This is an optimization exercise on Yosys and OpenROAD, whose aim is small area, a short achievable clock period and few clock cycles per item, not a production implementation.
Where RTL was checked, it was by simulation tests only, not by an equivalence proof against the original.
Function not checked in run 1: the RTL went through the layout flow alone.
Power is estimated from default activity; no workload was simulated.

==> flow/design.v <==
`timescale 1ns / 1ps
package css_pkg;
   localparam int TIME_W    = 17;
   localparam int DATE_W    = 21;
   localparam int TOL_W     = 17;
   localparam int HOLD_W    = 32;
   localparam int TMO_W     = 16;
   localparam int STAMP_W   = 32;
   localparam int CSR_AW    = 4;
   localparam int CSR_DW    = 32;
   localparam logic [TOL_W-1:0]  TOL_RESET  = TOL_W'(1);
   localparam logic [HOLD_W-1:0] HOLD_RESET = HOLD_W'(43200);
   localparam logic [TMO_W-1:0]  TMO_RESET  = TMO_W'(1);
   localparam int F_RADIO = 0;
   localparam int F_RTC   = 1;
   localparam int F_INT   = 2;
   localparam int F_FINAL = 3;
   typedef enum logic [1:0] {
      SRC_NONE  = 2'd0,
      SRC_RADIO = 2'd1,
      SRC_RTC   = 2'd2,
      SRC_INT   = 2'd3
   } src_type;
   typedef enum logic [1:0] {
      CSR_TOLERANCE = 2'd0,
      CSR_HOLDOVER  = 2'd1,
      CSR_TIMEOUT   = 2'd2
   } csr_index_type;
   typedef struct packed {
      logic [TOL_W-1:0]  sync_tolerance_s;
      logic [HOLD_W-1:0] radio_holdover_s;
      logic [TMO_W-1:0]  source_timeout_s;
   } cfg_type;
   typedef struct packed {
      logic              radio_new;
      logic [TIME_W-1:0] radio_time;
      logic [DATE_W-1:0] radio_date;
      logic              rtc_new;
      logic [TIME_W-1:0] rtc_time;
      logic [DATE_W-1:0] rtc_date;
      logic              internal_new;
      logic [TIME_W-1:0] internal_time;
      logic [DATE_W-1:0] internal_date;
      logic              second_tick;
      logic              rtc_write_done;
      logic              internal_write_ok;
   } req_item_type;
   typedef struct packed {
      logic [TIME_W-1:0] final_time;
      logic [DATE_W-1:0] final_date;
      logic              final_synced;
      src_type           final_source;
      logic              rtc_write_req;
      logic              internal_write_req;
      logic              radio_synced;
      logic              rtc_synced;
      logic              internal_synced;
   } rsp_item_type;
endpackage
`timescale 1ns / 1ps
import css_pkg::*;
module css_core (
   input  logic                  clock,
   input  logic                  reset,
   input  logic                  step,
   input  css_pkg::req_item_type item,
   input  css_pkg::cfg_type      cfg,
   output css_pkg::rsp_item_type result
);
   localparam int RADIO_AGE_W = 20;
   logic [RADIO_AGE_W-1:0] radio_age_ff;
   logic [16:0]        rtc_age_ff;
   logic [15:0]        int_age_ff;
   logic [15:0]        fin_age_ff;
   logic               radio_f_ff, radio_d;
   logic               d1_ff, d2_ff, d1, d2;
   logic               rtc_x1_ff, rtc_x0_ff, int_x1_ff, int_x0_ff, fin_x1_ff, fin_x0_ff;
   logic               rreq_x1_ff, rreq_x0_ff, ireq_x1_ff, ireq_x0_ff;
   logic               rtc_x1, rtc_x0, int_x1, int_x0, fin_x1, fin_x0;
   logic               f_radio, f_rtc, f_int, f_fin, rtc_req_q, int_req_q;
   logic               int_gate;
   logic [TIME_W-1:0]  rtc_time_ff, rtc_time_in;
   logic [DATE_W-1:0]  rtc_date_ff, rtc_date_in;
   logic [TIME_W-1:0]  int_time_ff, int_time_in;
   logic [DATE_W-1:0]  int_date_ff, int_date_in;
   logic [TIME_W-1:0]  ch_time_ff, ch_time_in;
   logic [DATE_W-1:0]  ch_date_ff, ch_date_in;
   logic [TIME_W-1:0]  mid_time;
   logic [DATE_W-1:0]  mid_date;
   logic [1:0]         ch_src_ff, ch_src_in, mid_src;
   logic               fin_set, rtc_pick, int_pick;
   logic               r1;
   logic               fin_keep, int_keep;
   logic               int_seen_ff, ch_zero;
   logic               radio_exp, rtc_exp, int_exp, fin_exp;
   function automatic logic carry_out(input logic [TIME_W-1:0] p,
                                      input logic [TIME_W-1:0] q,
                                      input logic              cin);
      logic c;
      c = cin;
      for (int i = 0; i < TIME_W; i++) c = (p[i] & q[i]) | ((p[i] | q[i]) & c);
      carry_out = c;
   endfunction
   function automatic logic differs(input logic [TIME_W-1:0] at,
                                    input logic [DATE_W-1:0] ad,
                                    input logic [TIME_W-1:0] bt,
                                    input logic [DATE_W-1:0] bd,
                                    input logic [TOL_W-1:0]  tol);
      logic [TIME_W-1:0] s, ca, cb;
      logic a_gt, b_gt;
      s  = ~(at ^ bt ^ tol);
      ca = (bt & tol) | (bt & ~at) | (tol & ~at);
      cb = (at & tol) | (at & ~bt) | (tol & ~bt);
      a_gt = !(ca[TIME_W-1] | carry_out(s, {ca[TIME_W-2:0], 1'b1}, 1'b0));
      b_gt = !(cb[TIME_W-1] | carry_out(s, {cb[TIME_W-2:0], 1'b1}, 1'b0));
      differs = a_gt || b_gt || (ad != bd);
   endfunction
   function automatic logic at_least(input logic [TMO_W-1:0] a,
                                     input logic [TMO_W-1:0] b);
      logic c;
      c = 1'b1;
      for (int i = 0; i < TMO_W; i++) c = (a[i] & ~b[i]) | ((a[i] | ~b[i]) & c);
      at_least = c;
   endfunction
   assign radio_exp = (cfg.radio_holdover_s[HOLD_W-1:RADIO_AGE_W] == '0) &&
                      (radio_age_ff >= cfg.radio_holdover_s[RADIO_AGE_W-1:0]);
   assign rtc_exp   = rtc_age_ff[16] || at_least(rtc_age_ff[15:0], cfg.source_timeout_s);
   assign int_exp   = at_least(int_age_ff, cfg.source_timeout_s);
   assign fin_exp   = at_least(fin_age_ff, cfg.source_timeout_s);
   assign rtc_time_in = item.rtc_new ? item.rtc_time : rtc_time_ff;
   assign rtc_date_in = item.rtc_new ? item.rtc_date : rtc_date_ff;
   assign int_time_in = item.internal_new ? item.internal_time : int_time_ff;
   assign int_date_in = item.internal_new ? item.internal_date : int_date_ff;
   assign f_radio   = radio_f_ff;
   assign f_rtc     = d1_ff ? rtc_x1_ff : rtc_x0_ff;
   assign f_int     = d2_ff ? int_x1_ff : int_x0_ff;
   assign f_fin     = d2_ff ? fin_x1_ff : fin_x0_ff;
   assign rtc_req_q = d1_ff ? rreq_x1_ff : rreq_x0_ff;
   assign int_req_q = d2_ff ? ireq_x1_ff : ireq_x0_ff;
   assign r1       = f_rtc || item.rtc_write_done;
   assign rtc_pick = !item.radio_new && item.rtc_new && r1;
   assign fin_set  = item.radio_new || rtc_pick;
   always_comb begin
      if (item.radio_new) begin
         mid_time = item.radio_time;
         mid_date = item.radio_date;
         mid_src  = SRC_RADIO;
      end else if (rtc_pick) begin
         mid_time = item.rtc_time;
         mid_date = item.rtc_date;
         mid_src  = SRC_RTC;
      end else begin
         mid_time = ch_time_ff;
         mid_date = ch_date_ff;
         mid_src  = ch_src_ff;
      end
   end
   assign d1 = differs(item.radio_time, item.radio_date, rtc_time_in, rtc_date_in,
                       cfg.sync_tolerance_s);
   assign d2 = differs(item.internal_time, item.internal_date, mid_time, mid_date,
                       cfg.sync_tolerance_s);
   assign int_gate = item.internal_new && (f_fin || fin_set) && mid_src != SRC_INT;
   always_comb begin
      fin_keep = fin_set || (f_fin && !(item.second_tick && fin_exp));
      int_pick = item.second_tick && !fin_keep;
      int_keep = f_int && !(item.second_tick && !item.internal_new && int_exp);
      radio_d = item.radio_new || (f_radio && !(item.second_tick && radio_exp));
      rtc_x1 = !item.radio_new && (r1 || (item.rtc_new && !f_radio));
      rtc_x0 = r1 || (!item.radio_new && item.rtc_new && !f_radio);
      if (item.second_tick && !item.rtc_new && rtc_exp) begin
         rtc_x1 = 1'b0;
         rtc_x0 = 1'b0;
      end
      int_x0 = int_keep;
      int_x1 = int_gate ? item.internal_write_ok : int_keep;
      fin_x0 = int_pick ? int_x0 : fin_keep;
      fin_x1 = int_pick ? int_x1 : fin_keep;
   end
   assign ch_zero = int_pick && !item.internal_new && !int_seen_ff;
   always_comb begin
      if (int_pick) begin
         ch_time_in = int_time_in;
         ch_date_in = int_date_in;
         ch_src_in  = SRC_INT;
      end else begin
         ch_time_in = mid_time;
         ch_date_in = mid_date;
         ch_src_in  = mid_src;
      end
   end
   always_ff @(posedge clock) begin
      d1_ff <= d1;
      d2_ff <= d2;
   end
   always_ff @(posedge clock) begin
      if (reset) begin
         radio_f_ff <= 1'b0;
         rtc_x1_ff  <= 1'b0;
         rtc_x0_ff  <= 1'b0;
         int_x1_ff  <= 1'b0;
         int_x0_ff  <= 1'b0;
         fin_x1_ff  <= 1'b0;
         fin_x0_ff  <= 1'b0;
      end else if (step) begin
         radio_f_ff <= radio_d;
         rtc_x1_ff  <= rtc_x1;
         rtc_x0_ff  <= rtc_x0;
         int_x1_ff  <= int_x1;
         int_x0_ff  <= int_x0;
         fin_x1_ff  <= fin_x1;
         fin_x0_ff  <= fin_x0;
      end else begin
         rtc_x1_ff  <= f_rtc;
         rtc_x0_ff  <= f_rtc;
         int_x1_ff  <= f_int;
         int_x0_ff  <= f_int;
         fin_x1_ff  <= f_fin;
         fin_x0_ff  <= f_fin;
      end
   end
   always_ff @(posedge clock) begin
      if (step) begin
         rreq_x1_ff <= item.radio_new;
         rreq_x0_ff <= 1'b0;
         ireq_x1_ff <= int_gate;
         ireq_x0_ff <= 1'b0;
      end else begin
         rreq_x1_ff <= rtc_req_q;
         rreq_x0_ff <= rtc_req_q;
         ireq_x1_ff <= int_req_q;
         ireq_x0_ff <= int_req_q;
      end
   end
   always_ff @(posedge clock) begin
      if (reset) begin
         rtc_age_ff   <= '0;
         rtc_time_ff  <= '0;
         rtc_date_ff  <= '0;
         int_seen_ff  <= 1'b0;
         ch_time_ff   <= '0;
         ch_date_ff   <= '0;
         ch_src_ff    <= SRC_NONE;
      end else if (step) begin
         if (item.rtc_new)          rtc_age_ff <= '0;
         else if (item.second_tick && !rtc_age_ff[16]) rtc_age_ff <= rtc_age_ff + 1'b1;
         rtc_time_ff  <= rtc_time_in;
         rtc_date_ff  <= rtc_date_in;
         if (item.internal_new) int_seen_ff <= 1'b1;
         if (ch_zero) begin
            ch_time_ff <= '0;
            ch_date_ff <= '0;
         end else begin
            ch_time_ff <= ch_time_in;
            ch_date_ff <= ch_date_in;
         end
         ch_src_ff    <= ch_src_in;
      end
   end
   always_ff @(posedge clock) begin
      if (step) begin
         if (item.radio_new)        radio_age_ff <= '0;
         else if (item.second_tick) radio_age_ff <= radio_age_ff + 1'b1;
         if (item.internal_new)     int_age_ff <= '0;
         else if (item.second_tick) int_age_ff <= int_age_ff + 1'b1;
         if (fin_set || int_pick)   fin_age_ff <= '0;
         else if (item.second_tick) fin_age_ff <= fin_age_ff + 1'b1;
         if (item.internal_new) begin
            int_time_ff <= item.internal_time;
            int_date_ff <= item.internal_date;
         end
      end
   end
   assign result.final_time         = ch_time_ff;
   assign result.final_date         = ch_date_ff;
   assign result.final_synced       = f_fin;
   assign result.final_source       = css_pkg::src_type'(ch_src_ff);
   assign result.rtc_write_req      = rtc_req_q;
   assign result.internal_write_req = int_req_q;
   assign result.radio_synced       = f_radio;
   assign result.rtc_synced         = f_rtc;
   assign result.internal_synced    = f_int;
endmodule
`timescale 1ns / 1ps
import css_pkg::*;
module clock_source_selector_unit (
   input  logic                        clock,
   input  logic                        reset,
   input  logic                        req_valid,
   output logic                        req_stall,
   input  logic                        req_radio_new,
   input  logic [css_pkg::TIME_W-1:0]  req_radio_time,
   input  logic [css_pkg::DATE_W-1:0]  req_radio_date,
   input  logic                        req_rtc_new,
   input  logic [css_pkg::TIME_W-1:0]  req_rtc_time,
   input  logic [css_pkg::DATE_W-1:0]  req_rtc_date,
   input  logic                        req_internal_new,
   input  logic [css_pkg::TIME_W-1:0]  req_internal_time,
   input  logic [css_pkg::DATE_W-1:0]  req_internal_date,
   input  logic                        req_second_tick,
   input  logic                        req_rtc_write_done,
   input  logic                        req_internal_write_ok,
   output logic                        rsp_valid,
   input  logic                        rsp_stall,
   output logic [css_pkg::TIME_W-1:0]  rsp_final_time,
   output logic [css_pkg::DATE_W-1:0]  rsp_final_date,
   output logic                        rsp_final_synced,
   output logic [1:0]                  rsp_final_source,
   output logic                        rsp_rtc_write_req,
   output logic                        rsp_internal_write_req,
   output logic                        rsp_radio_synced,
   output logic                        rsp_rtc_synced,
   output logic                        rsp_internal_synced,
   input  logic                        csr_psel,
   input  logic                        csr_penable,
   input  logic                        csr_pwrite,
   input  logic [css_pkg::CSR_AW-1:0]  csr_paddr,
   input  logic [css_pkg::CSR_DW-1:0]  csr_pwdata,
   output logic [css_pkg::CSR_DW-1:0]  csr_prdata,
   output logic                        csr_pready
);
   css_pkg::cfg_type cfg_ff;
   css_pkg::cfg_type cfg_in;
   css_pkg::req_item_type item;
   css_pkg::rsp_item_type core_result;
   logic         out_valid_ff;
   logic         req_take;
   logic         csr_write;
   logic [1:0]   rd_sel_ff;
   assign csr_pready = 1'b1;
   assign csr_write  = csr_psel && csr_penable && csr_pwrite && csr_pready;
   always_comb begin
      cfg_in = cfg_ff;
      if (csr_write) begin
         case (csr_paddr[3:2])
            CSR_TOLERANCE: cfg_in.sync_tolerance_s = csr_pwdata[TOL_W-1:0];
            CSR_HOLDOVER:  cfg_in.radio_holdover_s = csr_pwdata[HOLD_W-1:0];
            CSR_TIMEOUT:   cfg_in.source_timeout_s = csr_pwdata[TMO_W-1:0];
            default:       cfg_in = cfg_ff;    
         endcase
      end
   end
   always_ff @(posedge clock) rd_sel_ff <= csr_paddr[3:2];
   always_comb begin
      case (rd_sel_ff)
         CSR_TOLERANCE: csr_prdata = CSR_DW'(cfg_ff.sync_tolerance_s);
         CSR_HOLDOVER:  csr_prdata = CSR_DW'(cfg_ff.radio_holdover_s);
         CSR_TIMEOUT:   csr_prdata = CSR_DW'(cfg_ff.source_timeout_s);
         default:       csr_prdata = '0;
      endcase
   end
   always_ff @(posedge clock) begin
      if (reset) begin
         cfg_ff.sync_tolerance_s <= TOL_RESET;
         cfg_ff.radio_holdover_s <= HOLD_RESET;
         cfg_ff.source_timeout_s <= TMO_RESET;
      end else begin
         cfg_ff <= cfg_in;
      end
   end
   assign req_stall = out_valid_ff && rsp_stall;
   assign req_take  = req_valid && !req_stall;
   always_ff @(posedge clock) begin
      if (reset) out_valid_ff <= 1'b0;
      else       out_valid_ff <= req_take || req_stall;
   end
   assign item.radio_new         = req_radio_new;
   assign item.radio_time        = req_radio_time;
   assign item.radio_date        = req_radio_date;
   assign item.rtc_new           = req_rtc_new;
   assign item.rtc_time          = req_rtc_time;
   assign item.rtc_date          = req_rtc_date;
   assign item.internal_new      = req_internal_new;
   assign item.internal_time     = req_internal_time;
   assign item.internal_date     = req_internal_date;
   assign item.second_tick       = req_second_tick;
   assign item.rtc_write_done    = req_rtc_write_done;
   assign item.internal_write_ok = req_internal_write_ok;
   css_core u_core (
      .clock  (clock),
      .reset  (reset),
      .step   (req_take),
      .item   (item),
      .cfg    (cfg_ff),
      .result (core_result)
   );
   assign rsp_valid              = out_valid_ff;
   assign rsp_final_time         = core_result.final_time;
   assign rsp_final_date         = core_result.final_date;
   assign rsp_final_synced       = core_result.final_synced;
   assign rsp_final_source       = core_result.final_source;
   assign rsp_rtc_write_req      = core_result.rtc_write_req;
   assign rsp_internal_write_req = core_result.internal_write_req;
   assign rsp_radio_synced       = core_result.radio_synced;
   assign rsp_rtc_synced         = core_result.rtc_synced;
   assign rsp_internal_synced    = core_result.internal_synced;
endmodule
==> flow/flow/run.sh <==
#!/bin/bash
# The standard layout, with plain buffers on the ports instead of the delay
# buffers buffer_ports picks by default. Each tool's output goes to its own log.
set -euo pipefail
export BUFFER_PORTS_ARGS="-buffer_cell sky130_fd_sc_hd__buf_1"
bash standard.sh > standard.log 2>&1
==> flow/standard.sh <==
#!/bin/bash
# synth_recipe.tcl (not shown) runs the flow's synth.tcl, then flattens the netlist and writes it again
# the make line also repeats each setting of config.mk as NAME=value (left out here)
make -C /OpenROAD-flow-scripts/flow DESIGN_CONFIG=/design/flow/config.mk WORK_HOME=/design/flow/orfs CLKGATE_MAP_FILE= SYNTH_SCRIPT=/design/flow/synth_recipe.tcl "${@:-finish}"
==> flow/config.mk <==
export PLATFORM = sky130hd
export DESIGN_NAME = clock_source_selector_unit
export DESIGN_NICKNAME = clock_source_selector_unit
export VERILOG_FILES = /design/flow/design.v
export SDC_FILE = /design/flow/constraint.sdc
export NUM_CORES = 4
export LEC_CHECK = 0
export ABC_AREA = 1
export CAP_MARGIN = 20
export CORE_MARGIN = 2
export CORE_UTILIZATION = 40
export SETUP_SLACK_MARGIN = 5
export SLEW_MARGIN = 20
==> flow/constraint.sdc <==
create_clock -name core_clock -period 9.0 [get_ports {clock}]
set_input_delay 1.8000 -clock core_clock [delete_from_list [all_inputs] [get_ports {clock}]]
set_output_delay 1.8000 -clock core_clock [all_outputs]
set_load 0.01 [all_outputs]
==> flow_summary_export.csv, run 1 <==
group,metric,value,unit
global_route,grt_usage,24.94,%
critical_path,crit_type,"input pin to flip-flop",
sta,final.period_utilization,46.29,%
sta,fin_worst_skew,0.02186,ns
clocking,holdBufCountCts,0,
finish,nFillCells,4200,
yosys,avgSynthCellArea,7.381,um^2
clocking,clockBufferDepth,3,
global_route,grt_pass1_vias,15575,
finish,drive_gt1_share,9.505,%
detailed_routing,dr.pass1.iters,6,
clocking,root_buffer,"clkbuf_16",
floorplanning,io-pin-count,244,
power_and_ir_drop,irDropWorstVdd,113.9,uV
floorplanning,dieHeight,210.1,um
placement,gp_congestion,0.9045,
clocking,clkTransAtPathRegs,0.05,ns
global_route,grt_max_degree,73,
detailed_routing,route.detailed.drc,0,
critical_path,cp.depth,23,
clocking,insertion_delay,0.56,ns
placement,port_buffers,240,
sta,finalSetupViolCount,0,
power_and_ir_drop,power.total,0.003558,W
detailed_routing,vias_per_cell,5.296,
critical_path,slowest_stage,"fa_1",
sta,rsz0062_at_grt,"yes",
yosys,yosysTopAreaCell,"dfxtp_1",
hold_path,min_path_type,"flip-flop to flip-flop",
sta,relSlewSlack,37.00,%
yosys,syn_inst,2303,
critical_path,timing.rr.start,"cfg_ff[49]",
yosys,yosys_most_used_dff,"dfxtp_1",
clocking,htreeDepth,2,
flow_run,maxCapViolations,0,
yosys,synth_top_area_share,20.85,%
sta,tightest_slew,0.9427,ns
critical_path,crit_path_end_kind,"flip-flop",
sta,finalMaxSlewViolations,0,
critical_path,rrSetupSlack,5.79,ns
yosys,ys_seq_elements,267,
sta,finalSetupTns,0,ns
critical_path,cp.required,9.49,ns
clocking,cts_buffers,35,
floorplanning,num_rows,75,
hold_path,hold_depth,2,
yosys,synthesis.area,17000,um^2
power_and_ir_drop,p_per_area,175.9,nW/um^2
sta,layout_min_cycle_time,4.166,ns
critical_path,slowest_delay,0.51,ns
critical_path,crit_family,"simple AND/OR/NAND/NOR gates",
outcome,status,"timing/DRC/antenna clean",
yosys,ys_seq_area_share,36.75,%
hold_path,hold_path_startpoint,"cfg_ff[36]",
global_route,grt-ovfl-total,0,
detailed_routing,drt-total-wl,56.55,mm
yosys,synthTopCellsByArea,"dfxtp_1 (21%), edfxtp_1 (16%), nand2_1 (11%)",
floorplanning,die_area,44160,um^2
yosys,synth-async-reset-ratio,0,%
clocking,cts.sinks,267,
yosys,syn_nets,2554,
finish,final_cell_mix,"nand2_1 (495), inv_1 (354), buf_1 (231)",
floorplanning,initial_core_util,40.52,%
critical_path,path_buf_inv,3,
clocking,cts_tree,"yes",
critical_path,cp-start-kind,"input pin",
hold_path,min_to,"cfg_ff[36]",
critical_path,reg2reg_to,"u_core.d1_ff",
critical_path,arrival,4.65,ns
finish,layout.nets,2791,
critical_path,path_cells,"clkbuf_16, inv_12, nor2_1, nor2_1, inv_1, fa_1, a21oi_1, or2_2, a21oi_4, o31ai_2, o21ai_1, a31oi_2, o22ai_2, nand2_1, a21oi_2, o21ai_2, nand2_1, nand3_1, nand2_2, nand2_1, nand2_1, nand2_1, nand3_1",
sta,max_freq,240.0,MHz
finish,areaGrowthSynthToFinish,18.99,%
detailed_routing,wl_per_cell,18.18,um
detailed_routing,via_count,16470,
floorplanning,die_w,210.1,um
yosys,ys_types,60,
floorplanning,core_area,41950,um^2
placement,hpwl,38.79,mm
power_and_ir_drop,p_leak,8.746,nW
global_route,grt_pass1_wl,85.75,mm
yosys,synth_edf_count,90,
critical_path,cp_max_fo,11,
detailed_routing,ant_nets,0,
critical_path,reg2reg_depth,19,
yosys,ys.warnings.count,2,
detailed_routing,drt_iter0_markers,1053,
finish,mostFrequentLayoutCell,"nand2_1",
sta,hold_viol,0,
critical_path,cpMostUsedCell,"nand2_1",
global_route,antenna_found_initial,6,
-- Yosys cell counts (10+ instances only) --
cell	count
fa_1	64
inv_1	357
xnor2_1	10
a21oi_1	170
a31oi_1	13
xor2_1	34
or2_2	17
nand2_2	25
nor2_1	189
dfxtp_1	177
nor3_1	35
o221ai_1	34
clkbuf_1	75
nand4_1	12
edfxtp_1	90
nor3b_1	11
a21oi_2	20
o22ai_1	54
nand2_1	501
o21ai_0	202
nand3_1	81
ha_1	24
-- routing by layer --
metal	routed length [um]	global-route usage, %
met3	5101	6.853
met4	2565	11.86
met5	27	0
met1	23630	31.67
met2	25220	39.38
-- repair_timing --
action	in CTS	in global routing
cloned	7	4
buffers inserted	11	21
setup endpoints to repair	109	31
gates resized for setup	34	45
pin swaps	9	22
-- worst min-delay path: stages, from the launching register on --
cell	delay (ns)
dfxtp_1	0.31
inv_1	0.06
a21oi_1	0.05
-- area by class of cell --
| type | count | area [um^2] | share of cell area (%) |
|---|---|---|---|
| antenna | 4 | 10.01 | 0.04949 |
| clock buffer | 57 | 1144 | 5.654 |
| clock inverter | 7 | 73.82 | 0.3650 |
| inverter | 368 | 1425 | 7.046 |
| multi-input combinational | 1573 | 9154 | 45.26 |
| sequential | 267 | 6246 | 30.88 |
| tap | 539 | 674.4 | 3.334 |
| timing repair buffer | 292 | 1478 | 7.306 |
| timing repair inverter | 3 | 21.27 | 0.1052 |
-- state kept, by name, summed over array words and instances (netlist names), 16 cells and up --
register and flops:
cfg_ff 65, u_core.ch_date_ff 21, u_core.ch_time_ff 17, u_core.fin_age_ff 16, u_core.int_age_ff 16, u_core.int_date_ff 21, u_core.int_time_ff 17, u_core.radio_age_ff 20
u_core.rtc_age_ff 17, u_core.rtc_date_ff 21, u_core.rtc_time_ff 17
-- power by group --
part	internal [W]	total, W	switching (W)
clock network	0.000902	0.00148	0.000581
registers	0.00133	0.00138	0.0000542
logic	0.000246	0.000693	0.000447
total	0.00248	0.00356	0.00108
-- how the worst max path moves through the flow --
stage	startpoint	end	slack (ns)
finish	req_rtc_new	u_core.d1_ff	4.83
global route	req_rtc_new	u_core.d1_ff	4.69
CTS	req_radio_new	u_core.d2_ff	4.81
detailed placement	req_rtc_new	u_core.d2_ff	3.08
global placement	req_rtc_new	u_core.d2_ff	3.11
floorplan	req_rtc_new	u_core.d2_ff	4.82
-- cells by family (layout without fill, tap and decap cells) --
kind of cell | after synthesis | count (layout) | share of synthesized area (%)
flops | 267 | 267 | 36.75
buf+inv | 466 | 727 | 10.72
fa+ha+maj | 88 | 88 | 9.304
xor+xnor | 44 | 44 | 2.267
compound gates | 537 | 537 | 18.30
other cells | 1 | 5 | 0.02206
mux | 2 | 2 | 0.1251
simple gates | 898 | 901 | 22.52
-- stage by stage --
step | setup WS [ns] | instances | util (%) | area [um^2] | hold slack (ns)
after floorplan | 4.818 | 2303 | - | 17120 | 0.4441
after global placement | 3.105 | 2998 | 43.59 | 18290 | 0.4569
after detailed placement | 3.083 | 2998 | 43.59 | 18290 | 0.4671
after CTS | 4.806 | 3080 | 47.30 | 19840 | 0.4787
after global routing | 4.690 | 3108 | 48.21 | 20220 | 0.5004
final | 4.834 | 3110 | 48.22 | 20230 | 0.4763
==> run 2: changes to the inputs <==
--- a/flow/design.v
+++ b/flow/design.v
@@ -98,6 +98,26 @@
                                       input logic              cin);
-      logic c;
-      c = cin;
-      for (int i = 0; i < TIME_W; i++) c = (p[i] & q[i]) | ((p[i] | q[i]) & c);
-      carry_out = c;
+      logic [31:0] g0, p0;
+      logic [15:0] g1, p1;
+      logic [7:0]  g2, p2;
+      logic [3:0]  g3, p3;
+      logic [1:0]  g4, p4;
+      g0 = {15'b0, p & q};
+      p0 = {15'h7fff, p | q};
+      for (int i = 0; i < 16; i++) begin
+         g1[i] = g0[2*i+1] | (p0[2*i+1] & g0[2*i]);
+         p1[i] = p0[2*i+1] & p0[2*i];
+      end
+      for (int i = 0; i < 8; i++) begin
+         g2[i] = g1[2*i+1] | (p1[2*i+1] & g1[2*i]);
+         p2[i] = p1[2*i+1] & p1[2*i];
+      end
+      for (int i = 0; i < 4; i++) begin
+         g3[i] = g2[2*i+1] | (p2[2*i+1] & g2[2*i]);
+         p3[i] = p2[2*i+1] & p2[2*i];
+      end
+      for (int i = 0; i < 2; i++) begin
+         g4[i] = g3[2*i+1] | (p3[2*i+1] & g3[2*i]);
+         p4[i] = p3[2*i+1] & p3[2*i];
+      end
+      carry_out = g4[1] | (p4[1] & (g4[0] | (p4[0] & cin)));
    endfunction
--- a/flow/config.mk
+++ b/flow/config.mk
@@ -11,3 +11,4 @@
 export CORE_UTILIZATION = 40
-export SETUP_SLACK_MARGIN = 5
+export SETUP_SLACK_MARGIN = 4.7
 export SLEW_MARGIN = 20
+export TNS_END_PERCENT = 5
==> run 2 against run 1 <==
Compared with the run above:
- still clean on timing, DRC and antenna
- wire length down 4.6%
- hold slack worse by 0.026 ns
- area after synthesis down 2.1%
- largest cell class unchanged
- highest routed layer unchanged
==> flow_summary_export.csv, run 2 <==
group,metric,value,unit
outcome,status,"timing/DRC/antenna clean",
yosys,synth_top_cells_by_count,"nand2_1 (421), inv_1 (342), o21ai_0 (215), a21oi_1 (207), dfxtp_1 (177)",
global_route,grt_pass1_wl,83.79,mm
placement,gp_congestion,0.9138,
detailed_routing,wl_per_cell,18.13,um
finish,multiInputGateArea,8830,um^2
flow_run,maxCapViolations,0,
critical_path,slowest_delay,0.44,ns
critical_path,crit_start,"req_rtc_new",
finish,mostFrequentLayoutCell,"nand2_1",
clocking,cts_tree,"yes",
detailed_routing,dr.pass1.iters,5,
critical_path,crit_family,"compound AO/OA/AOI/OAI gates",
power_and_ir_drop,p_per_area,169.6,nW/um^2
placement,place_area,18010,um^2
global_route,antenna_found_initial,3,
yosys,synthTopCellsByArea,"dfxtp_1 (21%), edfxtp_1 (16%), nand2_1 (9.5%)",
global_route,grt_max_degree,101,
finish,nFillCells,4134,
finish,final_cell_mix,"nand2_1 (419), inv_1 (335), buf_1 (236)",
clocking,htreeDepth,1,
yosys,synthesis.area,16650,um^2
yosys,synth-async-reset-ratio,0,%
sta,rsz0062_at_grt,"yes",
global_route,grt_usage,24.20,%
yosys,syn_inst,2214,
yosys,avgSynthCellArea,7.519,um^2
global_route,grt_pass1_vias,15338,
sta,layout_min_cycle_time,4.221,ns
critical_path,crit_type,"input pin to flip-flop",
yosys,syn_nets,2469,
critical_path,crit_path_end_kind,"flip-flop",
yosys,yosysTopAreaCell,"dfxtp_1",
clocking,clockBufferDepth,3,
critical_path,cp-start-kind,"input pin",
clocking,cts.sinks,267,
critical_path,timing.rr.start,"u_core.d1_ff",
critical_path,cp.required,9.46,ns
floorplanning,io-pin-count,244,
sta,finalSetupTns,0,ns
clocking,holdBufCountCts,0,
clocking,root_buffer,"clkbuf_16",
critical_path,path_cells,"clkbuf_2, inv_2, buf_12, nor2_4, nand2_4, inv_4, nor2_4, buf_12, buf_8, a21oi_4, inv_2, fa_1, inv_2, or2_2, o21ai_0, o311ai_1, a21oi_2, a21oi_1, nor2_1, nor3_2, o22ai_1, nand2_1, nand4_1",
sta,hold_viol,0,
floorplanning,core_area,40920,um^2
critical_path,slowest_stage,"fa_1",
detailed_routing,ant_nets,0,
clocking,insertion_delay,0.60,ns
power_and_ir_drop,p_leak,7.948,nW
detailed_routing,drt_iter0_markers,1167,
yosys,synth_top_area_share,21.29,%
critical_path,arrival,4.68,ns
detailed_routing,route.detailed.drc,0,
critical_path,cpMostUsedCell,"inv_2",
finish,largest_reg_flops,65,
global_route,grt-ovfl-total,0,
detailed_routing,drt-total-wl,53.94,mm
floorplanning,num_rows,74,
hold_path,min_path_type,"flip-flop to flip-flop",
sta,max_freq,236.9,MHz
power_and_ir_drop,irDropWorstVdd,182.7,uV
finish,layout.cells.non_filler,2976,
detailed_routing,vias_per_cell,5.365,
sta,tightest_slew,1.042,ns
finish,drive_gt1_share,5.979,%
finish,regArea,6246,um^2
yosys,yosysMostFrequentCell,"nand2_1",
floorplanning,dieHeight,208.0,um
critical_path,path_buf_inv,8,
clocking,cts_buffers,31,
sta,finalMaxSlewViolations,0,
yosys,synth_edf_count,90,
floorplanning,initial_core_util,40.68,%
clocking,clkTransAtPathRegs,0.06,ns
yosys,yosys_most_used_dff,"dfxtp_1",
sta,final.period_utilization,46.90,%
sta,fin_worst_skew,0.01599,ns
floorplanning,die_w,208.0,um
placement,hpwl,38.73,mm
yosys,ys_seq_area_share,37.52,%
critical_path,cp_max_fo,10,
placement,post-place-cells,2906,
yosys,ys.warnings.count,2,
sta,relSlewSlack,30.55,%
hold_path,hold_path_startpoint,"u_core.rtc_date_ff[15]",
sta,finalSetupViolCount,0,
yosys,ys_seq_elements,267,
finish,regMostFlops,"cfg_ff",
yosys,ys_types,52,
finish,layout.nets,2672,
finish,areaGrowthSynthToFinish,16.24,%
placement,port_buffers,240,
finish,final_cell_area,19350,um^2
floorplanning,die_area,43260,um^2
detailed_routing,via_count,15965,
-- run 2: changes by cell type after synthesis, sizes merged, moves of 5 or more --
cell,previous run,this run
nand2,527,424
o22a,5,0
o21ai,205,217
inv,364,350
xor2,34,40
xnor2,10,3
nor2,195,160
o21bai,6,14
nand3,83,94
nand4,12,19
o22ai,54,59
a31oi,14,8
a21oi,190,207
-- run 2: layer usage --
layer  GRT usage, %  up-vias  part of all wire, %
li1               -     7746                    -
met1          32.55     7569                   44
met2          39.62      560                   46
met3          4.121       88                  6.8
met4          7.826        2                  3.2
met5              0        -                0.024
-- run 2: area by class of cell --
| cell class | count | share of cell area (%) |
|---|---|---|
| multi-input cells | 1496 | 45.63 |
| flip-flops and latches | 267 | 32.28 |
| inverters | 352 | 6.868 |
| repair buffers | 269 | 6.383 |
| clock buffers | 40 | 4.397 |
| well taps | 532 | 3.440 |
| clock inverters | 18 | 0.9700 |
| diodes | 2 | 0.02587 |
-- run 2: where the power goes --
part           leakage (nW)  switching (W)  internal [W]  total (W)
clock                 0.496       0.000545      0.000754    0.00130
sequential             2.32      0.0000476       0.00132    0.00137
combinational          5.13       0.000405      0.000208   0.000613
total                  7.95       0.000997       0.00228    0.00328
-- run 2: through the flow --
| step | total power (W) | setup slack [ns] | hold slack, ns | util [%] |
|---|---|---|---|---|
| after detailed placement | 0.001979 | 3.114 | 0.4431 | 44.02 |
| after CTS | 0.003292 | 4.703 | 0.4516 | 46.85 |
| after floorplan | 0.001785 | 4.594 | 0.4244 | - |
| after global routing | 0.003441 | 4.596 | 0.4744 | 47.28 |
| after global placement | 0.001965 | 3.085 | 0.4345 | 44.00 |
| final | 0.003282 | 4.779 | 0.4506 | 47.28 |
-- run 2: cell families after synthesis --
group,Yosys count,synth area share (%)
AOI/OAI and AO/OA,583,19.77
xor gates and xnor gates,43,2.263
adders and majority gates,93,10.04
buffers and inverters,451,10.32
DFF,267,37.52
muxes,2,0.1278
other,1,0.02253
and+or+nand+nor,774,19.93
-- run 2: final timing paths --
check                           depth (start not counted)                endpoint  slack (ns)
worst min register to register                          2  u_core.rtc_date_ff[15]        0.45
worst max register to register                         24            u_core.d2_ff        5.44
worst min-delay path                                    2  u_core.rtc_date_ff[15]        0.45
worst max-delay path                                   23            u_core.d2_ff        4.78
-- run 2: worst min-delay path: cells and delay by family (launching register included) --
kind	cells	cell delay, ns
flip-flops	1	0.30
buffers and inverters	1	0.05
AO/OA/AOI/OAI	1	0.05
-- run 2: what timing repair did --
item	in CTS	in global routing
setup endpoints to repair	59	35
setup buffers	3	5
pin swaps	4	7
cloned	0	2
resized for setup	21	25
Testbench counts of run 2, summed over its fixed seeds: cycles 12,008, items 12,000.
==> run 3: changes to the inputs <==
--- a/flow/config.mk
+++ b/flow/config.mk
@@ -11,4 +11,6 @@
 export CORE_UTILIZATION = 40
-export SETUP_SLACK_MARGIN = 4.7
+export SETUP_SLACK_MARGIN = 5
 export SLEW_MARGIN = 20
+export SYNTH_HIERARCHICAL = 1
+export SYNTH_MINIMUM_KEEP_SIZE = 0
 export TNS_END_PERCENT = 5
==> run 3 against run 2 <==
Compared with the run above:
- critical path depth is 4 lower
- sequential share of layout area is 1.6 points lower
- highest routed layer unchanged
- largest power group is now clock
- global-route usage is 0.90 points higher
- total power is 4.1% higher
==> flow_summary_export.csv, run 3 <==
group,metric,value,unit
yosys,ys.warnings.count,8,
clocking,cts_buffers,34,
global_route,grt_max_degree,66,
yosys,synth_edf_count,90,
sta,finalSetupViolCount,0,
finish,final_cell_mix,"nand2_1 (537), inv_1 (384), buf_1 (235)",
hold_path,hold_path_startpoint,"u_core.int_seen_ff",
critical_path,arrival,4.61,ns
placement,gp_congestion,0.9135,
detailed_routing,via_count,16843,
hold_path,min_path_type,"flip-flop to flip-flop",
critical_path,reg2reg_depth,20,
detailed_routing,route.detailed.drc,0,
yosys,synthTopCellsByArea,"dfxtp_1 (20%), edfxtp_1 (16%), nand2_1 (12%)",
power_and_ir_drop,power_switching,0.001039,W
hold_path,hold_depth,2,
power_and_ir_drop,irDropWorstVdd,104.9,uV
yosys,yosysMostFrequentCell,"nand2_1",
clocking,cts.sinks,267,
global_route,antenna_found_initial,4,
yosys,synth_top_cells_by_count,"nand2_1 (540), inv_1 (390), nor2_1 (236), nand3_1 (181), dfxtp_1 (177)",
sta,hold_viol,0,
yosys,avgSynthCellArea,7.206,um^2
finish,layout.nets,2879,
placement,hpwl,39.12,mm
detailed_routing,vias_per_cell,5.205,
power_and_ir_drop,p_leak,8.561,nW
yosys,ys_types,58,
hold_path,min_to,"u_core.int_seen_ff",
floorplanning,initial_core_util,40.40,%
sta,hold_slack,0.4573,ns
power_and_ir_drop,p_seq_share,40.2,%
finish,nFillCells,4347,
clocking,cts_tree,"yes",
floorplanning,num_rows,76,
power_and_ir_drop,p_per_area,167.7,nW/um^2
flow_run,maxCapViolations,0,
yosys,synthesis.area,17320,um^2
critical_path,rrSetupSlack,5.52,ns
sta,fin_worst_skew,0.02539,ns
yosys,yosys_most_used_dff,"dfxtp_1",
critical_path,cp.required,9.37,ns
clocking,root_buffer,"clkbuf_16",
global_route,grt_usage,25.10,%
floorplanning,die_area,44990,um^2
detailed_routing,wl_per_cell,17.84,um
finish,regArea,6246,um^2
critical_path,timing.rr.start,"u_core.d1_ff",
power_and_ir_drop,sw_frac_of_total,30.42,%
power_and_ir_drop,internal-power,0.002377,W
finish,largest_reg_flops,65,
clocking,clkTransAtPathRegs,0.06,ns
finish,areaGrowthSynthToFinish,17.60,%
critical_path,cp-start-kind,"input pin",
critical_path,reg2reg_to,"u_core.d2_ff",
power_and_ir_drop,clockPowerShare,40.5,%
finish,regMostFlops,"cfg_ff",
sta,finalSetupTns,0,ns
global_route,grt-ovfl-total,0,
global_route,grt_pass1_wl,87.60,mm
yosys,ys_seq_elements,267,
global_route,grt_pass1_vias,15905,
finish,multiInputGateArea,9264,um^2
finish,mostFrequentLayoutCell,"nand2_1",
floorplanning,io-pin-count,244,
sta,finalMaxSlewViolations,0,
sta,max_freq,236.2,MHz
placement,port_buffers,240,
detailed_routing,drt-total-wl,57.74,mm
detailed_routing,dr.pass1.iters,5,
yosys,synth-async-reset-ratio,0,%
sta,rsz0062_at_grt,"yes",
clocking,insertion_delay,0.54,ns
clocking,clockBufferDepth,3,
detailed_routing,drt_iter0_markers,1406,
yosys,syn_nets,2659,
detailed_routing,ant_nets,0,
floorplanning,core_area,42890,um^2
yosys,ys_seq_area_share,36.05,%
sta,tightest_slew,1.068,ns
sta,layout_min_cycle_time,4.234,ns
floorplanning,dieHeight,212.1,um
outcome,status,"timing/DRC/antenna clean",
yosys,yosysTopAreaCell,"dfxtp_1",
clocking,holdBufCountCts,0,
finish,drive_gt1_share,6.949,%
critical_path,crit_type,"input pin to flip-flop",
critical_path,cp_max_fo,17,
sta,relSlewSlack,28.71,%
floorplanning,die_w,212.1,um
power_and_ir_drop,combinationalPowerShare,19.3,%
yosys,syn_inst,2404,
sta,final.period_utilization,47.05,%
yosys,synth_top_area_share,20.45,%
critical_path,crit_path_end_kind,"flip-flop",
clocking,htreeDepth,2,
-- run 3: changes by cell type in the layout (fill, tap and decap cells not counted), sizes merged, moves of 9 or more --
cell / previous run / this run
a21oi: 207 / 138
buf: 263 / 275
clkbuf: 46 / 57
inv: 351 / 396
nand2: 424 / 543
nand3: 94 / 182
nor2: 160 / 246
o21ai: 217 / 170
o21bai: 14 / 5
o221ai: 32 / 20
-- run 3: how the worst max path moves through the flow --
stage | slack, ns | depth (start not counted) | from | end
global route | 4.65 | 18 | req_rtc_write_done | u_core.d2_ff
detailed placement | 2.86 | 13 | req_rtc_new | u_core.fin_age_ff[9]
CTS | 4.76 | 17 | req_rtc_write_done | u_core.d2_ff
finish | 4.77 | 19 | req_rtc_new | u_core.d2_ff
floorplan | 4.57 | 16 | rsp_stall | u_core.rtc_age_ff[15]
global placement | 2.85 | 13 | req_rtc_new | u_core.fin_age_ff[2]
-- run 3: cell type report --
class                      instances  share of cell area (%)
clock inverter                    11                  0.6940
multi-input combinational       1634                   45.47
tap                              585                   3.593
inverter                         400                   7.499
sequential                       267                   30.66
timing repair inverter             1                 0.02457
clock buffer                      49                   4.698
timing repair buffer             286                   7.327
antenna                            3                 0.03685
-- run 3: routing by layer --
layer  vias to the layer above  track usage [%]  part of all wire (%)
met1                      7909            33.41                    43
met4                         2            9.471                   3.2
met3                        96            3.929                   7.7
li1                       8199                -                     -
met5                         -                0                 0.023
met2                       637            41.10                    46
-- run 3: worst max-delay path: stages --
cell       delay [ns]
clkbuf_16        0.18
inv_2            0.12
nor2_4           0.06
nand2_4          0.10
inv_8            0.05
nor2_4           0.23
a21oi_2          0.12
fa_2             0.59
o22ai_2          0.10
o221ai_1         0.17
o211ai_1         0.15
a21oi_2          0.19
nor2_1           0.06
o22ai_1          0.11
a21oi_1          0.09
o21ai_1          0.17
o21ai_1          0.09
nand2_1          0.11
nand4_1          0.10
-- run 3: cells by family after synthesis --
family / after synthesis / share of synthesized area (%)
flops: 267 / 36.05
simple gates: 1059 / 26.07
buf+inv: 504 / 11.68
other cells: 1 / 0.02165
compound gates: 435 / 14.26
fa+ha+maj: 93 / 9.649
xor+xnor: 45 / 2.275
-- run 3: power groups by stage --
stage | Combinational, W | Sequential, W | Clock, W
after floorplan | 0.000416 | 0.00139 | 0
after global placement | 0.000590 | 0.00140 | 0
after detailed placement | 0.000601 | 0.00140 | 0
after CTS | 0.000632 | 0.00137 | 0.00140
after global routing | 0.000737 | 0.00138 | 0.00145
final | 0.000660 | 0.00137 | 0.00138
-- run 3: metrics by stage --
step / area, um^2 / util [%] / setup slack [ns] / total power (W) / instances
final: 20370 / 47.51 / 4.766 / 0.003416 / 3236
after global routing: 20370 / 47.50 / 4.651 / 0.003567 / 3235
after CTS: 20090 / 46.84 / 4.765 / 0.003408 / 3218
after global placement: 18610 / 43.38 / 2.852 / 0.001985 / 3142
after floorplan: 17350 / - / 4.568 / 0.001802 / 2404
after detailed placement: 18610 / 43.38 / 2.859 / 0.001998 / 3142
-- run 3: modules after synthesis, one instance, submodules excluded --
module                      flip-flops and latches  times used  cells  cell area (um^2)
clock_source_selector_unit                      68           1    503              3192
css_core                                       199           1   1901             14130
-- run 3: what timing repair did --
action / 4_1_cts / 5_1_grt
hold endpoints to repair: 0 / 0
endpoints found under the setup margin: 94 / 81
cloned: 5 / 4
resized for setup: 45 / 38
pin swaps: 15 / 19
buffers inserted: 11 / 11
==> run 4: changes to the inputs <==
--- a/flow/config.mk
+++ b/flow/config.mk
@@ -13,4 +13,2 @@
 export SLEW_MARGIN = 20
-export SYNTH_HIERARCHICAL = 1
-export SYNTH_MINIMUM_KEEP_SIZE = 0
 export TNS_END_PERCENT = 5
==> run 4 against run 3 <==
Compared with the run above:
- sequential share of layout area increased by 1.2 points
- non-clock buffer count shrank 5
- clock-buffer cell count down 9
- wire length is 5.7% lower
- hold slack got worse by 0.0072 ns
- clock power down 6%
- synthesized cell count decreased by 7.9%
- final area shrank 3.7%
- flip-flop and latch count did not move
- first-iteration DRC count is 3.6% lower
- area after synthesis fell by 3.9%
- largest cell class unchanged
- highest routed layer unchanged
==> flow_summary_export.csv, run 4 <==
group,metric,value,unit
finish,areaGrowthSynthToFinish,17.92,%
critical_path,crit_type,"input pin to flip-flop",
placement,port_buffers,240,
floorplanning,io-pin-count,244,
yosys,ys.warnings.count,2,
power_and_ir_drop,p_per_area,168.7,nW/um^2
placement,gp_congestion,0.9138,
global_route,grt_pass1_vias,15427,
yosys,yosysTopAreaCell,"dfxtp_1",
yosys,synth_top_area_share,21.29,%
yosys,synth_top_family_by_area,"simple AND/OR/NAND/NOR gates",
detailed_routing,drt-total-wl,54.43,mm
yosys,synthTopCellsByArea,"dfxtp_1 (21%), edfxtp_1 (16%), nand2_1 (9.5%)",
yosys,synth_edf_count,90,
detailed_routing,vias_per_cell,5.372,
detailed_routing,drt_iter0_markers,1355,
critical_path,cp_max_fo,5,
finish,final_cell_mix,"nand2_1 (418), inv_1 (331), buf_1 (236)",
floorplanning,num_rows,74,
sta,hold_viol,0,
clocking,cts_buffers,31,
global_route,grt_usage,24.57,%
placement,hpwl,38.73,mm
finish,nFillCells,4098,
yosys,synth-async-reset-ratio,0,%
detailed_routing,route.detailed.drc,0,
global_route,grt-ovfl-total,0,
finish,largest_reg_flops,65,
sta,rsz0062_at_grt,"yes",
placement,place_area,18010,um^2
critical_path,path_buf_inv,4,
floorplanning,dieHeight,208.0,um
yosys,ys_seq_area_share,37.52,%
global_route,grt_pass1_wl,84.93,mm
sta,finalSetupViolCount,0,
critical_path,timing.rr.start,"u_core.d1_ff",
finish,regMostFlops,"cfg_ff",
clocking,holdBufCountCts,0,
detailed_routing,ant_nets,0,
clocking,htreeDepth,1,
sta,layout_min_cycle_time,4.158,ns
yosys,avgSynthCellArea,7.519,um^2
sta,relSlewSlack,30.74,%
finish,mostFrequentLayoutCell,"nand2_1",
power_and_ir_drop,irDropWorstVdd,183.2,uV
yosys,synth_top_cells_by_count,"nand2_1 (421), inv_1 (342), o21ai_0 (215), a21oi_1 (207), dfxtp_1 (177)",
sta,finalMaxSlewViolations,0,
critical_path,cp.required,9.46,ns
yosys,synthAdderAreaFrac,10.04,%
finish,final_cell_area,19630,um^2
clocking,clockBufferDepth,3,
detailed_routing,wl_per_cell,18.22,um
critical_path,arrival,4.62,ns
global_route,antenna_found_initial,3,
critical_path,reg2reg_to,"u_core.d2_ff",
critical_path,reg2reg_depth,23,
flow_run,maxCapViolations,0,
hold_path,min_path_type,"flip-flop to flip-flop",
yosys,yosys_most_used_dff,"dfxtp_1",
clocking,cts.sinks,267,
floorplanning,core_area,40920,um^2
finish,final_core_util,47.96,%
critical_path,rrSetupSlack,5.41,ns
yosys,synth-compound-area-share,19.77,%
clocking,root_buffer,"clkbuf_16",
yosys,yosys.area_share.simple,19.93,%
critical_path,cp-start-kind,"input pin",
global_route,grt_max_degree,101,
hold_path,min_to,"u_core.rtc_time_ff[7]",
critical_path,cpMostUsedCell,"o211ai_1",
clocking,clkTransAtPathRegs,0.06,ns
floorplanning,die_area,43260,um^2
critical_path,slowest_delay,0.61,ns
clocking,cts_tree,"yes",
critical_path,path_cells,"buf_1, nor2_2, inv_2, nand2_4, inv_4, nor2_4, buf_12, a21oi_4, fa_2, maj3_2, o211ai_1, o211ai_1, nand3_2, nand2_2, a21oi_2, a21oi_1, nor2_1, nor3_2, o22ai_1, nand2_1, nand4_1",
critical_path,crit_family,"simple AND/OR/NAND/NOR gates",
yosys,syn_inst,2214,
floorplanning,die_w,208.0,um
yosys,synth_xor_area_share,2.262,%
critical_path,slowest_stage,"fa_2",
yosys,yosysMostFrequentCell,"nand2_1",
sta,final.period_utilization,46.20,%
sta,fin_worst_skew,0.01900,ns
hold_path,hold_path_startpoint,"u_core.rtc_time_ff[7]",
yosys,ys_types,52,
finish,drive_gt1_share,7.090,%
yosys,ys_seq_elements,267,
finish,layout.cells.non_filler,2988,
sta,max_freq,240.5,MHz
critical_path,crit_path_end_kind,"flip-flop",
detailed_routing,dr.pass1.iters,5,
finish,layout.nets,2684,
floorplanning,initial_core_util,40.68,%
yosys,syn_nets,2469,
yosys,synth.mux.area_fraction,0.1278,%
sta,tightest_slew,1.039,ns
yosys,synthesis.area,16650,um^2
clocking,insertion_delay,0.60,ns
placement,post-place-cells,2906,
power_and_ir_drop,p_leak,8.060,nW
detailed_routing,via_count,16051,
sta,finalSetupTns,0,ns
outcome,status,"timing/DRC/antenna clean",
hold_path,hold_depth,2,
run 4: worst max path at each step:
stage                                   from            to  slack (ns)  cells past startpoint
after global placement           req_rtc_new  u_core.d2_ff        3.09                     22
after detailed placement         req_rtc_new  u_core.d2_ff        3.11                     22
after CTS                        req_rtc_new  u_core.d2_ff        4.89                     22
final                     req_rtc_write_done  u_core.d2_ff        4.84                     21
after global routing             req_rtc_new  u_core.d2_ff        4.73                     25
after floorplan                  req_rtc_new  u_core.d2_ff        4.59                     21
run 4: kinds of logic after synthesis:
group                      after synthesis
AOI/OAI and AO/OA                      583
xor gates and xnor gates                43
adders and majority gates               93
buffers and inverters                  451
DFF                                    267
muxes                                    2
other                                    1
and+or+nand+nor                        774
run 4: per-stage QoR:
stage	hold slack (ns)	worst slack [ns]	total power, W
finish	0.4502	4.842	0.003311
global route	0.4744	4.726	0.003466
CTS	0.4516	4.894	0.003316
detailed placement	0.4431	3.114	0.001979
global placement	0.4345	3.085	0.001965
floorplan	0.4244	4.594	0.001785
run 4: layout make-up:
cell class / count / area (um^2) / share of cell area [%]
Multi-Input combinational cell: 1496 / 8930 / 45.49
Sequential cell: 267 / 6246 / 31.82
Timing Repair Buffer: 281 / 1408 / 7.171
Inverter: 352 / 1336 / 6.808
Clock buffer: 40 / 850.8 / 4.335
Tap cell: 532 / 665.6 / 3.391
Clock inverter: 18 / 187.7 / 0.9561
Antenna cell: 2 / 5.005 / 0.02550
run 4: metal layers:
metal  GRT usage, %  wire length (um)  vias up
li1               -                 -     7774
met1          33.00             23690     7619
met2          40.51             25080      577
met3          3.879              4010       79
met4          7.924              1641        2
met5              0                13        -
run 4: tightest hold or removal path: cells and delay by family (launching register included):
family	cells	cell delay (ns)
DFF	1	0.30
buffers and inverters	1	0.05
AOI/OAI and AO/OA	1	0.05
run 4: power by group:
| group | leakage [nW] | switching [W] | internal [W] | total (W) |
|---|---|---|---|---|
| sequential | 2.32 | 0.0000482 | 0.00132 | 0.00137 |
| combinational | 5.24 | 0.000414 | 0.000224 | 0.000639 |
| clock | 0.496 | 0.000548 | 0.000754 | 0.00130 |
| total | 8.06 | 0.00101 | 0.00230 | 0.00331 |
run 4: repair_timing:
| action | in CTS | in global routing |
|---|---|---|
| pin swaps | 20 | 17 |
| setup endpoints to repair | 65 | 36 |
| setup buffers | 12 | 6 |
| cloned | 4 | 0 |
| gates resized for setup | 51 | 25 |
==> run 5: changes to the inputs <==
--- a/flow/config.mk
+++ b/flow/config.mk
@@ -8,3 +8,3 @@
 export ABC_AREA = 1
-export CAP_MARGIN = 20
+export CAP_MARGIN = 5
 export CORE_MARGIN = 2
@@ -12,3 +12,3 @@
 export SETUP_SLACK_MARGIN = 5
-export SLEW_MARGIN = 20
+export SLEW_MARGIN = 5
 export TNS_END_PERCENT = 5
==> run 5 against run 4 <==
Compared with the run above:
- via count fell by 0.41%
- sequential share of layout area shrank 0.16 points
- largest cell class unchanged
- wire length is 1.1% higher
==> flow_summary_export.csv, run 5 <==
group,metric,value,unit
outcome,status,"timing/DRC/antenna clean",
clocking,insertion_delay,0.52,ns
sta,final.period_utilization,46.54,%
detailed_routing,vias_per_cell,5.344,
power_and_ir_drop,p_leak,8.133,nW
finish,areaGrowthSynthToFinish,18.52,%
detailed_routing,wl_per_cell,18.40,um
sta,relSlewSlack,22.77,%
yosys,syn_nets,2469,
clocking,clockBufferDepth,3,
placement,port_buffers,240,
critical_path,crit_path_end_kind,"flip-flop",
floorplanning,die_area,43260,um^2
sta,rsz0062_at_grt,"yes",
yosys,ys_seq_elements,267,
placement,gp_congestion,0.9138,
clocking,cts_buffers,34,
floorplanning,die_w,208.0,um
floorplanning,io-pin-count,244,
finish,final_cell_mix,"nand2_1 (418), inv_1 (332), buf_1 (236)",
clocking,htreeDepth,2,
yosys,synth_top_area_share,21.29,%
power_and_ir_drop,power.total,0.003446,W
sta,layout_min_cycle_time,4.189,ns
floorplanning,num_rows,74,
critical_path,cp.required,9.39,ns
critical_path,cp_max_fo,7,
global_route,grt_usage,24.56,%
placement,hpwl,38.71,mm
sta,finalSetupViolCount,0,
finish,mostFrequentLayoutCell,"nand2_1",
yosys,synthesis.area,16650,um^2
hold_path,min_path_type,"flip-flop to flip-flop",
sta,finalSetupTns,0,ns
yosys,ys.warnings.count,2,
floorplanning,initial_core_util,40.68,%
yosys,syn_inst,2214,
power_and_ir_drop,irDropWorstVdd,166.0,uV
detailed_routing,via_count,15985,
placement,post-place-cells,2906,
detailed_routing,drt-total-wl,55.02,mm
floorplanning,dieHeight,208.0,um
detailed_routing,route.detailed.drc,0,
yosys,avgSynthCellArea,7.519,um^2
sta,finalMaxSlewViolations,0,
floorplanning,core_area,40920,um^2
yosys,synth_top_cells_by_count,"nand2_1 (421), inv_1 (342), o21ai_0 (215), a21oi_1 (207), dfxtp_1 (177)",
yosys,synthTopCellsByArea,"dfxtp_1 (21%), edfxtp_1 (16%), nand2_1 (9.5%)",
clocking,clkTransAtPathRegs,0.05,ns
global_route,grt_pass1_vias,15405,
yosys,synth_edf_count,90,
flow_run,maxCapViolations,0,
sta,hold_viol,0,
finish,regMostFlops,"cfg_ff",
clocking,root_buffer,"clkbuf_16",
clocking,cts_tree,"yes",
detailed_routing,drt_iter0_markers,1385,
finish,layout.nets,2687,
clocking,cts.sinks,267,
finish,final_cell_area,19730,um^2
critical_path,arrival,4.58,ns
yosys,yosysTopAreaCell,"dfxtp_1",
yosys,yosysMostFrequentCell,"nand2_1",
global_route,grt_max_degree,101,
detailed_routing,ant_nets,0,
global_route,grt_pass1_wl,84.41,mm
sta,setup_ws,4.811,ns
sta,fin_worst_skew,0.02056,ns
power_and_ir_drop,p_per_area,174.7,nW/um^2
yosys,ys_types,52,
placement,place_area,18010,um^2
yosys,synth-async-reset-ratio,0,%
sta,tightest_slew,1.158,ns
critical_path,cp-start-kind,"input pin",
finish,layout.cells.non_filler,2991,
yosys,ys_seq_area_share,37.52,%
finish,drive_gt1_share,7.123,%
global_route,antenna_found_initial,3,
finish,largest_reg_flops,65,
placement,pre_cts_ws,3.113,ns
sta,max_freq,238.7,MHz
clocking,holdBufCountCts,0,
detailed_routing,dr.pass1.iters,5,
yosys,yosys_most_used_dff,"dfxtp_1",
global_route,grt-ovfl-total,0,
critical_path,crit_type,"input pin to flip-flop",
==> run 5: cell counts after synthesis <==
No cell type changed its count.
==> run 5: per-layer routing <==
metal | share of wire [%] | track usage (%) | up-vias
met2 | 45 | 39.39 | 561
met3 | 6.7 | 4.151 | 114
li1 | - | - | 7777
met5 | 0.024 | 0 | -
met4 | 3.9 | 10.00 | 2
met1 | 44 | 32.92 | 7531
==> run 5: path summary, 6_finish.rpt <==
path | from | end | slack [ns] | depth (start not counted)
max | req_rtc_new | u_core.d2_ff | 4.81 | 21
min | u_core.rtc_date_ff[15] | u_core.rtc_date_ff[15] | 0.45 | 2
max reg2reg | u_core.d1_ff | u_core.d2_ff | 5.54 | 24
min reg2reg | u_core.rtc_date_ff[15] | u_core.rtc_date_ff[15] | 0.45 | 2
==> run 5: metrics by stage <==
stage / utilization (%) / hold slack, ns
after detailed placement: 44.00 / 0.4423
final: 48.21 / 0.4470
after global placement: 44.00 / 0.4345
after CTS: 47.82 / 0.4494
after global routing: 48.21 / 0.4694
after floorplan: - / 0.4244
==> run 5: critical path: stages <==
cell      delay (ns)
clkbuf_8        0.12
inv_4           0.04
buf_12          0.11
nor2_4          0.10
nand2_4         0.08
inv_4           0.07
nor2_4          0.04
buf_12          0.14
buf_6           0.14
a21oi_2         0.17
inv_1           0.08
fa_1            0.59
o21ai_2         0.12
o311ai_2        0.37
a21oi_4         0.06
a21oi_2         0.11
nor2_1          0.06
nor3_2          0.13
o22ai_1         0.09
nand2_1         0.08
nand4_1         0.09
==> run 5: area by class of cell <==
cell class,instances,area [um^2]
diodes,2,5.005
flip-flops and latches,267,6246
fillers,4097,21200
clock inverters,13,168.9
multi-input cells,1496,8915
well taps,532,665.6
clock buffers,48,997.2
inverters,352,1334
repair buffers,281,1398
==> run 5: report_power, final <==
group | leakage (nW) | total, W | switching, W | internal (W)
clock network | 0.573 | 0.00144 | 0.000548 | 0.000889
registers | 2.32 | 0.00137 | 0.0000480 | 0.00132
logic | 5.24 | 0.000640 | 0.000417 | 0.000223
==> run 5: logic make-up (layout without fill, tap and decap cells) <==
family	count (synthesis)	in the layout	share of synthesized area, %
AOI/OAI and AO/OA	583	583	19.77
xor gates and xnor gates	43	43	2.263
adders and majority gates	93	93	10.04
buffers and inverters	451	694	10.32
DFF	267	267	37.52
muxes	2	2	0.1278
other	1	3	0.02253
and+or+nand+nor	774	774	19.93
==> run 5: repair_timing <==
action | CTS | global route
pin swaps | 25 | 12
endpoints found under the hold margin | 0 | 0
cloned | 2 | 2
setup endpoints to repair | 67 | 47
setup buffers | 13 | 5
gates resized for setup | 55 | 19
==> run 6: changes to the inputs <==
--- a/flow/config.mk
+++ b/flow/config.mk
@@ -8,7 +8,10 @@
 export ABC_AREA = 1
-export CAP_MARGIN = 5
+export CAP_MARGIN = 20
 export CORE_MARGIN = 2
 export CORE_UTILIZATION = 40
+export CTS_CLUSTER_DIAMETER = 80
+export CTS_CLUSTER_SIZE = 28
+export PLACE_DENSITY = 0.72
 export SETUP_SLACK_MARGIN = 5
-export SLEW_MARGIN = 5
+export SLEW_MARGIN = 20
 export TNS_END_PERCENT = 5
==> run 6 against run 5 <==
Compared with the run above:
- sequential share of layout area is 0.30 points higher
- first-iteration DRC count is 12% higher
- clock-buffer cell count is 27 lower
- core utilization is 0.46 points lower
==> flow_summary_export.csv, run 6 <==
group,metric,value,unit
detailed_routing,drt_iter0_markers,1547,
detailed_routing,vias_per_cell,5.440,
yosys,yosys_most_used_dff,"dfxtp_1",
floorplanning,die_w,208.0,um
clocking,root_buffer,"clkbuf_16",
critical_path,crit_start,"req_rtc_new",
clocking,cts_buffers,21,
critical_path,crit_type,"input pin to flip-flop",
outcome,status,"timing/DRC/antenna clean",
detailed_routing,route.detailed.drc,0,
floorplanning,num_rows,74,
finish,drive_gt1_share,7.620,%
yosys,ys_types,52,
critical_path,timing.rr.start,"u_core.d1_ff",
yosys,ys.warnings.count,2,
clocking,insertion_delay,0.56,ns
power_and_ir_drop,p_leak,8.001,nW
finish,multiInputGateArea,9011,um^2
critical_path,reg2reg_depth,23,
critical_path,crit_path_end_kind,"flip-flop",
finish,final_cell_mix,"nand2_1 (418), inv_1 (329), buf_1 (236)",
detailed_routing,via_count,16190,
yosys,yosysMostFrequentCell,"nand2_1",
floorplanning,initial_core_util,40.68,%
power_and_ir_drop,irDropWorstVdd,114.2,uV
critical_path,arrival,4.61,ns
finish,nFillCells,4048,
finish,layout.cells.non_filler,2976,
hold_path,min_path_type,"flip-flop to flip-flop",
clocking,htreeDepth,1,
placement,gp_congestion,0.8735,
global_route,grt_usage,24.42,%
yosys,yosysTopAreaCell,"dfxtp_1",
detailed_routing,drt-total-wl,55.06,mm
power_and_ir_drop,p_per_area,157.4,nW/um^2
sta,relSlewSlack,33.03,%
hold_path,hold_depth,2,
clocking,holdBufCountCts,0,
finish,regMostFlops,"cfg_ff",
sta,finalSetupTns,0,ns
finish,largest_reg_flops,65,
detailed_routing,dr.pass1.iters,6,
yosys,synth_top_area_share,21.29,%
yosys,ys_seq_area_share,37.52,%
finish,mostFrequentLayoutCell,"nand2_1",
global_route,grt_max_degree,89,
global_route,grt_pass1_vias,15606,
sta,fin_worst_skew,0.02946,ns
global_route,grt-ovfl-total,0,
clocking,clkTransAtPathRegs,0.10,ns
critical_path,cp_max_fo,14,
placement,port_buffers,240,
yosys,avgSynthCellArea,7.519,um^2
detailed_routing,wl_per_cell,18.50,um
critical_path,cp-start-kind,"input pin",
critical_path,cp.required,9.45,ns
sta,layout_min_cycle_time,4.162,ns
clocking,clockBufferDepth,3,
yosys,synthesis.area,16650,um^2
yosys,synth_edf_count,90,
sta,hold_viol,0,
clocking,cts_tree,"yes",
floorplanning,core_area,40920,um^2
global_route,antenna_found_initial,1,
placement,post-place-cells,2905,
hold_path,hold_path_startpoint,"u_core.rtc_time_ff[10]",
floorplanning,dieHeight,208.0,um
placement,hpwl,38.61,mm
sta,rsz0062_at_grt,"yes",
floorplanning,io-pin-count,244,
clocking,cts.sinks,267,
yosys,synth-async-reset-ratio,0,%
yosys,syn_inst,2214,
yosys,ys_seq_elements,267,
yosys,synthTopCellsByArea,"dfxtp_1 (21%), edfxtp_1 (16%), nand2_1 (9.5%)",
sta,finalMaxSlewViolations,0,
sta,tightest_slew,0.9978,ns
yosys,synth_top_cells_by_count,"nand2_1 (421), inv_1 (342), o21ai_0 (215), a21oi_1 (207), dfxtp_1 (177)",
finish,layout.nets,2681,
global_route,grt_pass1_wl,84.75,mm
finish,areaGrowthSynthToFinish,17.40,%
yosys,syn_nets,2469,
sta,finalSetupViolCount,0,
sta,final.period_utilization,46.24,%
sta,max_freq,240.3,MHz
flow_run,maxCapViolations,0,
floorplanning,die_area,43260,um^2
detailed_routing,ant_nets,0,
finish,regArea,6246,um^2
power_and_ir_drop,power.total,0.003077,W
## run 6: stage by stage
| step | instance area [um^2] | hold WS (ns) | worst slack (ns) | util [%] |
|---|---|---|---|---|
| after floorplan | 16680 | 0.4244 | 4.594 | - |
| after global placement | 17990 | 0.4347 | 3.232 | 43.96 |
| after detailed placement | 17990 | 0.4400 | 3.239 | 43.96 |
| after CTS | 19290 | 0.4531 | 4.856 | 47.14 |
| after global routing | 19540 | 0.4793 | 4.747 | 47.74 |
| final | 19540 | 0.4567 | 4.838 | 47.75 |
## run 6: cells by family (layout without fill, tap and decap cells)
| logic type | count (synthesis) | in the layout | synth area share, % |
|---|---|---|---|
| buffers and inverters | 451 | 677 | 10.32 |
| xor gates and xnor gates | 43 | 43 | 2.263 |
| adders and majority gates | 93 | 93 | 10.04 |
| other | 1 | 4 | 0.02253 |
| DFF | 267 | 267 | 37.52 |
| AOI/OAI and AO/OA | 583 | 583 | 19.77 |
| muxes | 2 | 2 | 0.1278 |
| and+or+nand+nor | 774 | 775 | 19.93 |
## run 6: area by class of cell
| cell class | instances | area share, % |
|---|---|---|
| multi-input cells | 1497 | 46.11 |
| flip-flops and latches | 267 | 31.96 |
| clock buffers | 21 | 2.689 |
| clock inverters | 17 | 1.229 |
| well taps | 532 | 3.406 |
| inverters | 352 | 6.959 |
| repair buffers | 285 | 7.491 |
| repair inverters | 2 | 0.1152 |
| diodes | 3 | 0.03841 |
## run 6: worst max-delay path, stage by stage
cell and delay (ns):
clkbuf_16 0.13, buf_12 0.12, buf_6 0.16, o21ai_0 0.37, fa_1 0.48, inv_1 0.12, or2_2 0.14, o21ai_0 0.12
o311ai_0 0.43, a31oi_1 0.13, o31ai_1 0.31, o21ai_0 0.14, nand2_1 0.08, nand3_1 0.07
## run 6: report_power, final
part           switching, W  leakage (nW)  total (W)  internal, W
logic              0.000430          5.31   0.000664     0.000233
clock network      0.000566         0.369    0.00104     0.000479
registers         0.0000486          2.32    0.00137      0.00132
## run 6: repair_timing
action / 4_1_cts / 5_1_grt
setup endpoints to repair: 91 / 65
gates cloned: 5 / 2
pin swaps: 31 / 25
resized for setup: 62 / 43
setup buffers: 19 / 4
## run 6: path summary, 6_finish.rpt
path | end | slack, ns
min reg2reg | u_core.rtc_time_ff[10] | 0.46
max | u_core.d1_ff | 4.84
min | u_core.rtc_time_ff[10] | 0.46
max reg2reg | u_core.d2_ff | 5.53
## run 6: metal layers
| metal | GRT usage [%] | share of wire (%) | vias up |
|---|---|---|---|
| li1 | - | - | 7745 |
| met1 | 33.07 | 43 | 7617 |
| met2 | 39.79 | 46 | 711 |
| met3 | 3.698 | 7.9 | 117 |
| met4 | 8.486 | 3.7 | 0 |
| met5 | 0 | 0 | - |

afterwards: timing with drivers on the ports:
How much do the figures lean on ideal ports? The routed layouts below were timed once more, with nothing changed but the port constraints. Step 1 (the two cells are an assumption about what drives the block):
set clk [get_ports {clock}]
set_driving_cell -lib_cell sky130_fd_sc_hd__clkbuf_16 $clk
set_driving_cell -lib_cell sky130_fd_sc_hd__buf_2 [delete_from_list [all_inputs] $clk]
Step 2 adds t to the input delays and takes it off the output delays; t is the mean of the earliest and latest rising clock arrival at the registers after step 1. Input paths then give back, and output paths get back, about the clock's delay inside the block. Slacks: ideal ports / drivers / drivers and shift; pairs: ideal ports / drivers.
run | t (ns) | slack for setup (ns) | hold WS [ns] | worst slew at a driven data input, ns
run 1 | 0.608 | 4.834 / 4.852 / 4.244 | 0.476 / 0.476 / 0.476 | 0.13
run 2 | 0.649 | 4.779 / 4.811 / 4.162 | 0.451 / 0.451 / 0.451 | 0.11
run 3 | 0.581 | 4.766 / 4.586 / 4.005 | 0.457 / 0.457 / 0.457 | 0.23
run 4 | 0.647 | 4.842 / 4.851 / 4.205 | 0.450 / 0.450 / 0.450 | 0.10
run 5 | 0.570 | 4.811 / 4.828 / 4.258 | 0.447 / 0.447 / 0.447 | 0.10
run 6 | 0.599 | 4.838 / 4.855 / 4.256 | 0.457 / 0.457 / 0.457 | 0.09
After both steps every run listed still meets setup and hold. For run 3, which loses most, drivers alone change the setup slack by -0.180 ns; drivers and shift together by -0.761 ns.
